From an optimization exercise on the open Yosys and OpenROAD flow, aimed at small area; shortcuts taken in it are not production practice. Function was checked by simulation only, so behaviour that the tests miss may differ from the original.

--- run.sh ---
#!/bin/bash
# synth_recipe.tcl (not shown) runs the flow's synth.tcl, then flattens the netlist and writes it again
# the make line also repeats each setting of config.mk as NAME=value (left out here)
make -C /OpenROAD-flow-scripts/flow DESIGN_CONFIG=/design/flow/config.mk WORK_HOME=/design/flow/orfs CLKGATE_MAP_FILE= SYNTH_SCRIPT=/design/flow/synth_recipe.tcl finish
--- config.mk ---
export PLATFORM = sky130hd
export DESIGN_NAME = segmental_snr_meter
export DESIGN_NICKNAME = segmental_snr_meter
export VERILOG_FILES = /design/flow/design.v
export SDC_FILE = /design/flow/constraint.sdc
export NUM_CORES = 4
export LEC_CHECK = 0
export CAP_MARGIN = 20
export CORE_MARGIN = 2
export CORE_UTILIZATION = 40
export SLEW_MARGIN = 20
--- constraint.sdc ---
create_clock -name core_clock -period 15.0 [get_ports {clk}]
set_input_delay 3.0000 -clock core_clock [delete_from_list [all_inputs] [get_ports {clk}]]
set_output_delay 3.0000 -clock core_clock [all_outputs]
set_load 0.01 [all_outputs]
--- design.v ---
package ssnr_pkg;
	localparam int unsigned DbPerLog2Q16 = 197283;
	localparam int unsigned FrameLenReset = 160;
	typedef enum logic [3:0] {
		ST_IDLE,
		ST_ACC,
		ST_FLOG_S,
		ST_FLOG_E,
		ST_FMUL,
		ST_FSUM,
		ST_TLOG_S,
		ST_TLOG_E,
		ST_TMUL,
		ST_DIV,
		ST_OUT
	} state_t;
	typedef struct packed {
		logic        start;
		logic [63:0] value;
	} log_req_t;
	typedef struct packed {
		logic        done;
		logic [21:0] result;
	} log_rsp_t;
endpackage
import ssnr_pkg::*;
module ssnr_log2
(
	input  logic     clk,
	input  logic     arst_n,
	input  ssnr_pkg::log_req_t req,
	output ssnr_pkg::log_rsp_t rsp
);
	logic [63:0] norm_q;
	logic [5:0]  msb_q;
	logic [32:0] m_q;
	logic [15:0] frac_q;
	logic [4:0]  cnt_q;
	logic [1:0]  phase_q;
	logic [65:0] sq;
	logic [34:0] sqs;
	assign sq  = {33'd0, m_q} * {33'd0, m_q};
	assign sqs = sq[65:31];
	always_ff @(posedge clk or negedge arst_n) begin
		if (!arst_n) begin
			phase_q <= 2'd0;
			cnt_q   <= 5'd0;
		end else begin
			case (phase_q)
				2'd0: if (req.start) begin
					norm_q  <= req.value;
					msb_q   <= 6'd63;
					phase_q <= 2'd1;
				end
				2'd1: begin
					if (norm_q[63] || msb_q == 6'd0) begin
						m_q     <= {1'b0, norm_q[63:32]};
						frac_q  <= 16'd0;
						cnt_q   <= 5'd0;
						phase_q <= 2'd2;
					end else begin
						norm_q <= norm_q << 1;
						msb_q  <= msb_q - 6'd1;
					end
				end
				2'd2: begin
					if (sqs[32]) begin
						m_q    <= sqs[33:1];
						frac_q <= {frac_q[14:0], 1'b1};
					end else begin
						m_q    <= sqs[32:0];
						frac_q <= {frac_q[14:0], 1'b0};
					end
					cnt_q <= cnt_q + 5'd1;
					if (cnt_q == 5'd15) phase_q <= 2'd3;
				end
				default: phase_q <= 2'd0;
			endcase
		end
	end
	assign rsp.done   = (phase_q == 2'd3);
	assign rsp.result = {msb_q, frac_q};
endmodule
import ssnr_pkg::*;
module segmental_snr_meter
#(
	parameter int MAX_FRAME_LENGTH = 4096
) (
	input  logic        clk,
	input  logic        arst_n,
	input  logic        s_axis_tvalid,
	output logic        s_axis_tready,
	input  logic [31:0] s_axis_tdata,   
	input  logic        s_axis_tlast,
	output logic        m_axis_tvalid,
	input  logic        m_axis_tready,
	output logic [31:0] m_axis_tdata,   
	output logic [1:0]  m_axis_tuser,   
	input  logic        cfg_valid,
	output logic        cfg_ready,
	input  logic [12:0] cfg_data
);
	localparam int PosW = $clog2(MAX_FRAME_LENGTH + 1);
	localparam logic [63:0] MaxLen = 64'(MAX_FRAME_LENGTH);
	ssnr_pkg::state_t state_q, state_d;
	logic [12:0] flen_q;
	logic [63:0] tse_q, tee_q;
	logic [47:0] fse_q, fee_q, dbsum_q;
	logic [PosW-1:0] pos_q;
	logic [31:0] fcnt_q;
	logic sat_q, last_q, osat_q, seg_v_q;
	logic [31:0] sx_q, se_q;
	logic [21:0] logs_q;
	logic [15:0] snr_q, seg_q;
	logic        mvalid_q;
	logic [47:0] rem_q, quo_q, dmag_q;
	logic [5:0]  dcnt_q;
	logic        dneg_q;
	logic [22:0] diff_q;
	logic [63:0] prod_s1;
	logic        rsel_q;
	logic        special_q;
	logic [15:0] special_val_q;
	ssnr_pkg::log_req_t lreq;
	ssnr_pkg::log_rsp_t lrsp;
	ssnr_log2 u_log (.clk(clk), .arst_n(arst_n), .req(lreq), .rsp(lrsp));
	logic signed [15:0] x, y;
	logic signed [16:0] err;
	logic [16:0] ax, ae;
	logic [PosW-1:0] len;
	logic [64:0] tsum_s, tsum_e;
	logic [48:0] fsum_s, fsum_e;
	assign x   = s_axis_tdata[15:0];
	assign y   = s_axis_tdata[31:16];
	assign err = 17'(x) - 17'(y);
	assign ax  = x[15] ? 17'(-(17'(x))) : 17'(x);
	assign ae  = err[16] ? 17'(-err) : 17'(err);
	always_comb begin
		if (flen_q == 13'd0) len = PosW'(1);
		else if (64'(flen_q) > MaxLen) len = PosW'(MAX_FRAME_LENGTH);
		else len = PosW'(flen_q);
	end
	assign tsum_s = {1'b0, tse_q} + 65'(sx_q);
	assign tsum_e = {1'b0, tee_q} + 65'(se_q);
	assign fsum_s = {1'b0, fse_q} + 49'(sx_q);
	assign fsum_e = {1'b0, fee_q} + 49'(se_q);
	assign s_axis_tready = (state_q == ST_IDLE) && !mvalid_q;
	assign cfg_ready     = (state_q == ST_IDLE);
	assign m_axis_tvalid = mvalid_q;
	assign m_axis_tdata  = {seg_q, snr_q};
	assign m_axis_tuser  = {osat_q, seg_v_q};
	logic [63:0] pmag;
	logic [39:0] q8;
	logic signed [40:0] rdb;
	assign pmag = prod_s1[63] ? 64'(-prod_s1) : prod_s1;
	assign q8   = 40'((pmag + 64'd8388608) >> 24);
	assign rdb  = special_q ? 41'(signed'(special_val_q))
		: (prod_s1[63] ? -(41'(q8)) : 41'(q8));
	logic signed [49:0] nsum;
	assign nsum = 50'(signed'(dbsum_q)) + 50'(rdb);
	logic [48:0] trial;
	assign trial = {rem_q, quo_q[47]} - {17'd0, fcnt_q};
	always_comb begin
		state_d     = state_q;
		lreq.start  = 1'b0;
		lreq.value  = rsel_q ? tee_q : tse_q;
		unique case (state_q)
			ST_IDLE:   if (s_axis_tvalid && s_axis_tready) state_d = ST_ACC;
			ST_ACC:    state_d = (64'(pos_q) + 64'd1 >= 64'(len)) ? ST_FLOG_S
				: (last_q ? ST_TLOG_S : ST_IDLE);
			ST_FLOG_S: begin
				lreq.value = rsel_q ? {16'd0, fee_q} : {16'd0, fse_q};
				lreq.start = !special_q;
				if (special_q) state_d = ST_FSUM;
				else if (lrsp.done) state_d = rsel_q ? ST_FMUL : ST_FLOG_S;
			end
			ST_FLOG_E: state_d = ST_FMUL;
			ST_FMUL:   state_d = ST_FSUM;
			ST_FSUM:   state_d = last_q ? ST_TLOG_S : ST_IDLE;
			ST_TLOG_S: begin
				lreq.start = !special_q;
				if (special_q) state_d = ST_DIV;
				else if (lrsp.done) state_d = rsel_q ? ST_TMUL : ST_TLOG_S;
			end
			ST_TLOG_E: state_d = ST_TMUL;
			ST_TMUL:   state_d = ST_DIV;
			ST_DIV:    if (dcnt_q == 6'd49) state_d = ST_OUT;
			ST_OUT:    state_d = ST_IDLE;
			default:   state_d = ST_IDLE;
		endcase
	end
	always_ff @(posedge clk or negedge arst_n) begin
		if (!arst_n) state_q <= ST_IDLE;
		else state_q <= state_d;
	end
	always_ff @(posedge clk or negedge arst_n) begin
		if (!arst_n) begin
			flen_q   <= 13'(ssnr_pkg::FrameLenReset);
			tse_q    <= '0; tee_q <= '0; fse_q <= '0; fee_q <= '0;
			pos_q    <= '0; dbsum_q <= '0; fcnt_q <= '0; sat_q <= 1'b0;
			mvalid_q <= 1'b0; rsel_q <= 1'b0; special_q <= 1'b0;
			last_q   <= 1'b0; dcnt_q <= '0;
		end else begin
			if (mvalid_q && m_axis_tready) mvalid_q <= 1'b0;
			if (cfg_valid && cfg_ready) flen_q <= cfg_data;
			case (state_q)
				ST_IDLE: if (s_axis_tvalid && s_axis_tready) begin
					sx_q   <= 32'(ax) * 32'(ax);
					se_q   <= 32'(ae) * 32'(ae);
					last_q <= s_axis_tlast;
				end
				ST_ACC: begin
					tse_q <= tsum_s[64] ? '1 : tsum_s[63:0];
					tee_q <= tsum_e[64] ? '1 : tsum_e[63:0];
					if (64'(pos_q) + 64'd1 >= 64'(len)) begin
						pos_q  <= '0;
						fse_q  <= fsum_s[48] ? '1 : fsum_s[47:0];
						fee_q  <= fsum_e[48] ? '1 : fsum_e[47:0];
						rsel_q <= 1'b0;
						special_q <= (fsum_s == '0) || (fsum_e == '0);
						if ((fsum_s == '0) || (fsum_e == '0)) begin
							sat_q <= 1'b1;
							special_val_q <= (fsum_s == '0 && fsum_e == '0) ? 16'd0
								: ((fsum_e == '0) ? 16'h7FFF : 16'h8000);
						end
					end else begin
						pos_q <= pos_q + PosW'(1);
						fse_q <= fsum_s[48] ? '1 : fsum_s[47:0];
						fee_q <= fsum_e[48] ? '1 : fsum_e[47:0];
						if (last_q) begin
							rsel_q <= 1'b0;
							special_q <= (tsum_s == '0) || (tsum_e == '0);
							osat_q <= sat_q || (tsum_s == '0) || (tsum_e == '0);
							special_val_q <= (tsum_s == '0 && tsum_e == '0) ? 16'd0
								: ((tsum_e == '0) ? 16'h7FFF : 16'h8000);
						end
					end
				end
				ST_FLOG_S, ST_TLOG_S: if (lrsp.done && !special_q) begin
					if (!rsel_q) begin
						logs_q <= lrsp.result;
						rsel_q <= 1'b1;
					end else begin
						diff_q <= 23'(logs_q) - 23'(lrsp.result);
					end
				end
				ST_FMUL, ST_TMUL: prod_s1 <= 64'(signed'(diff_q)) * 64'(ssnr_pkg::DbPerLog2Q16);
				default: ;
			endcase
			if (state_q == ST_FSUM) begin
				fse_q <= '0;
				fee_q <= '0;
				if (nsum > 50'sh7FFFFFFFFFFF) dbsum_q <= 48'h7FFFFFFFFFFF;
				else if (nsum < -50'sh800000000000) dbsum_q <= 48'h800000000000;
				else dbsum_q <= nsum[47:0];
				if (fcnt_q != '1) fcnt_q <= fcnt_q + 32'd1;
				if (last_q) begin
					rsel_q <= 1'b0;
					special_q <= (tse_q == '0) || (tee_q == '0);
					osat_q <= sat_q || (tse_q == '0) || (tee_q == '0);
					special_val_q <= (tse_q == '0 && tee_q == '0) ? 16'd0
						: ((tee_q == '0) ? 16'h7FFF : 16'h8000);
				end
			end
			if ((state_q == ST_TMUL) || (state_q == ST_TLOG_S && special_q)) begin
				dneg_q <= dbsum_q[47];
				dmag_q <= dbsum_q[47] ? 48'(-dbsum_q) : dbsum_q;
				dcnt_q <= '0;
			end
			if (state_q == ST_DIV) begin
				dcnt_q <= dcnt_q + 6'd1;
				if (dcnt_q == 6'd0) begin
					snr_q <= (rdb > 41'sd32767) ? 16'h7FFF
						: ((rdb < -41'sd32768) ? 16'h8000 : rdb[15:0]);
					rem_q <= '0;
					quo_q <= dmag_q + 48'(fcnt_q >> 1);
				end else if (dcnt_q <= 6'd48) begin
					if (!trial[48]) begin
						rem_q <= trial[47:0];
						quo_q <= {quo_q[46:0], 1'b1};
					end else begin
						rem_q <= {rem_q[46:0], quo_q[47]};
						quo_q <= {quo_q[46:0], 1'b0};
					end
				end
			end
			if (state_q == ST_OUT) begin
				seg_v_q <= (fcnt_q != '0);
				if (fcnt_q == '0) seg_q <= 16'd0;
				else if (quo_q > 48'd32767 && !dneg_q) seg_q <= 16'h7FFF;
				else if (quo_q > 48'd32768 && dneg_q) seg_q <= 16'h8000;
				else seg_q <= dneg_q ? 16'(-quo_q[15:0]) : quo_q[15:0];
				mvalid_q <= 1'b1;
				tse_q <= '0; tee_q <= '0; fse_q <= '0; fee_q <= '0;
				pos_q <= '0; dbsum_q <= '0; fcnt_q <= '0; sat_q <= 1'b0;
			end
		end
	end
endmodule
==> summary.txt <==
DRT iter0 DRCs: 6133
Area leader, netlist: sky130_fd_sc_hd__fa_1
Reg-to-reg setup timing slack: 3.17 ns
Buffers added on ports: 87
Master cell of the clock root buffer: sky130_fd_sc_hd__clkbuf_16
Arrival time at the worst endpoint: 13.67 ns
Number of iterations in the first detailed-routing pass: 7
Vias: 82.25k
Share of async-settable or async-resettable flops after synthesis: 43.19%
Number of hold-repair buffers added at the cts stage: 0
Fin crit share: 87.68%
Number of synthesized flops with an enable pin: 463
Remaining routing DRC violations: 0
Layout Utilization: 43.39%
Unique masters post-synth: 109
Number of clock sinks seen by CTS: 815
Top achievable clock speed: 76.03 MHz
Transition at the pin with the smallest max-transition slack: 1.101 ns
Filler cells: 25.78k
Finished layout cell area: 115100 um^2
Die X-Extent: 520.6 um
Outcome: complete, no violations
Initial core utilization: 40.24%
Crit-path slowest cell: sky130_fd_sc_hd__xnor2_1
Area fraction of the dominant cell type after synthesis: 25.28%
Avg Synthesized Cell Area: 9.234 um^2
Final setup vio count: 0
Area of the mapped netlist: 106800 um^2
Setup TNS Final: 0 ns
Number of setup buffers added after CTS: 0
Class of the tightest hold or removal check: reg2reg
Worst slew margin relative to its limit: 26.44%
Register area: 22720 um^2
Fin Clk Skew: 0.07312 ns
Synth top cells by count: sky130_fd_sc_hd__inv_1 (1964), sky130_fd_sc_hd__fa_1 (1348), sky130_fd_sc_hd__nand2_1 (1059)
Most numerous cell in the Yosys netlist: sky130_fd_sc_hd__inv_1
Final Hold Fails: 0
Deepest clock path buffer count: 3
Final number of max-transition violations: 0
Count of state elements after synthesis: 815
Top area cells in the synthesized netlist: sky130_fd_sc_hd__fa_1 (25%), sky130_fd_sc_hd__edfxtp_1 (13%), sky130_fd_sc_hd__ha_1 (11%)
Detail Route Antenna Nets: 0
Die span in y: 520.6 um
Grt total ovfl: 0
Post-DR wirelength/cell: 20.12 um
Clock edge transition at the registers on the reported setup and hold paths: 0.06 ns
Detail Placement HPWL: 238300 um
Number of gates resized after CTS: 0
Number of cells produced by synthesis: 11.56k
Largest net degree at the start of global routing: 93
Warning count from the yosys run: 2
Cts bufs inserted: 101
CORE AREA: 265300 um^2
Number of standard-cell rows in the floorplan: 189
Post-synthesis sequential area ratio: 21.27%
Critical path startpoint category: input port
Global routing usage summed across all routing layers: 22.59%
Ratio of routed vias to standard cells: 5.452
Final GP Congestion: 0.9276
Max stage delay on crit path: 0.64 ns
I/O pins: 88
Dominant synthesized flop cell: sky130_fd_sc_hd__edfxtp_1
Area occupied by multi-input gates: 75210 um^2
Die Outline Area: 271100 um^2
Kind of end point of the critical path: register
Total wirelength of the detailed-routed design: 303600 um
Max Cap Violations: 0
Final critical delay including setup and external delays: 13.15 ns
Final hold slack: 0.4452 ns
Crit Path Class: in2reg
Clock insertion delay at the later pin of the skew report: 0.79 ns
H-tree level count: 3
Via count of the first global-routing pass: 85.74k
TritonCTS clock tree: built
Fraction of final layout cells with drive strength greater than 1: 4.814%
Global-route wire length before repair: 486000 um
Crit-path max FO: 15
Area post-placement: 111600 um^2
Number of nets in the final layout: 13.82k
Number of antenna violations at the first check in global routing: 5
Unrepaired setup endpoints after global routing: no
Worst Path Required: 15.51 ns
Signed area change from the synthesized netlist to the final layout: 7.840%
-- cell usage in the layout, fill, tap and decap left out, drive strengths merged, types with 272 or more instances in the layout --
cell type,Yosys,layout
and2,272,272
nand2,1060,1060
fa,1348,1348
o21ai,480,480
ha,954,954
inv,1965,1971
edfxtp,463,463
dfrtp,350,350
nor2,805,805
xnor2,401,401
a21oi,543,543
-- critical path, delay by kind of cell --
family          cells  cell delay, ns
compound gates     15            3.13
xor+xnor            2            0.72
fa+ha+maj           9            3.92
buf+inv             9            1.62
simple gates        7            1.24
-- final timing paths --
check | start | endpoint | cells after the start
max in group asynchronous | arst_n | flen_q[12] | 3
min in group asynchronous | arst_n | rsel_q | 1
min reg2reg | u_log.frac_q[4] | logs_q[4] | 0
min | u_log.frac_q[4] | logs_q[4] | 0
max | s_axis_tdata[0] | se_q[31] | 42
max reg2reg | u_log.m_q[12] | u_log.m_q[2] | 30
-- per-layer routing --
layer	vias up	routed length (um)	track usage, %
li1	38157	-	-
met1	41208	131900	30.17
met2	2338	142900	37.61
met3	544	15600	2.513
met4	0	13160	8.675
met5	-	0	0
-- cell families (layout without fill, tap and decap cells) --
group / after synthesis / in the layout / synth area share (%)
simple gates: 3214 / 3214 / 14.26
buf+inv: 2440 / 2385 / 8.613
fa+ha+maj: 2302 / 2302 / 36.46
compound gates: 2050 / 2050 / 12.48
flops: 815 / 815 / 21.27
xor+xnor: 571 / 571 / 4.684
mux: 168 / 168 / 2.223
other cells: 2 / 49 / 0.007034
-- state kept, by name, indices dropped and copies added, names as in the netlist, 32 cells and up --
signal / count
tee_q: 64
tse_q: 64
u_log.norm_q: 64
dbsum_q: 48
dmag_q: 48
fee_q: 48
fse_q: 48
quo_q: 48
rem_q: 48
prod_s1: 42
u_log.m_q: 33
fcnt_q: 32
-- cell type report --
class | instances | share of cell area (%)
antenna | 4 | 0.008694
inverter | 1987 | 6.478
sequential | 815 | 19.73
tap | 3533 | 3.839
clock inverter | 64 | 0.6922
multi-input combinational | 8350 | 65.32
timing repair buffer | 208 | 1.570
clock buffer | 126 | 2.356
-- through the flow --
stage	setup slack [ns]	instances
6_report	1.847	15087
5_1_grt	1.140	15084
4_1_cts	1.848	15082
3_5_place_dp	1.044	14892
3_3_place_gp	1.206	14891
2_1_floorplan	2.592	11605

[afterwards: timing with drivers on the ports]
In the flow no input, the clock included, has a driving cell. The finished layout below was timed again as built, in two steps. Step 1 (the two cells are an assumption about what drives the block):
set clk [get_ports {clk}]
set_driving_cell -lib_cell sky130_fd_sc_hd__clkbuf_16 $clk
set_driving_cell -lib_cell sky130_fd_sc_hd__buf_2 [delete_from_list [all_inputs] $clk]
Step 2 times the ports against the registers' clock, not the clock port: input delays grow and output delays shrink by t, the midpoint of the rising clock arrivals with the driver on. a / b / c = no drivers / after step 1 / after step 2; a / b = the first two.
t (ns): 0.850
setup WS [ns]: 1.847 / 1.922 / 1.072
hold WS [ns]: 0.445 / 0.445 / 0.445
worst setup path after step 2: input to register
After both steps setup and hold are still met in this run. The setup slack of this run moves by +0.075 ns with the drivers and by -0.775 ns with both steps.
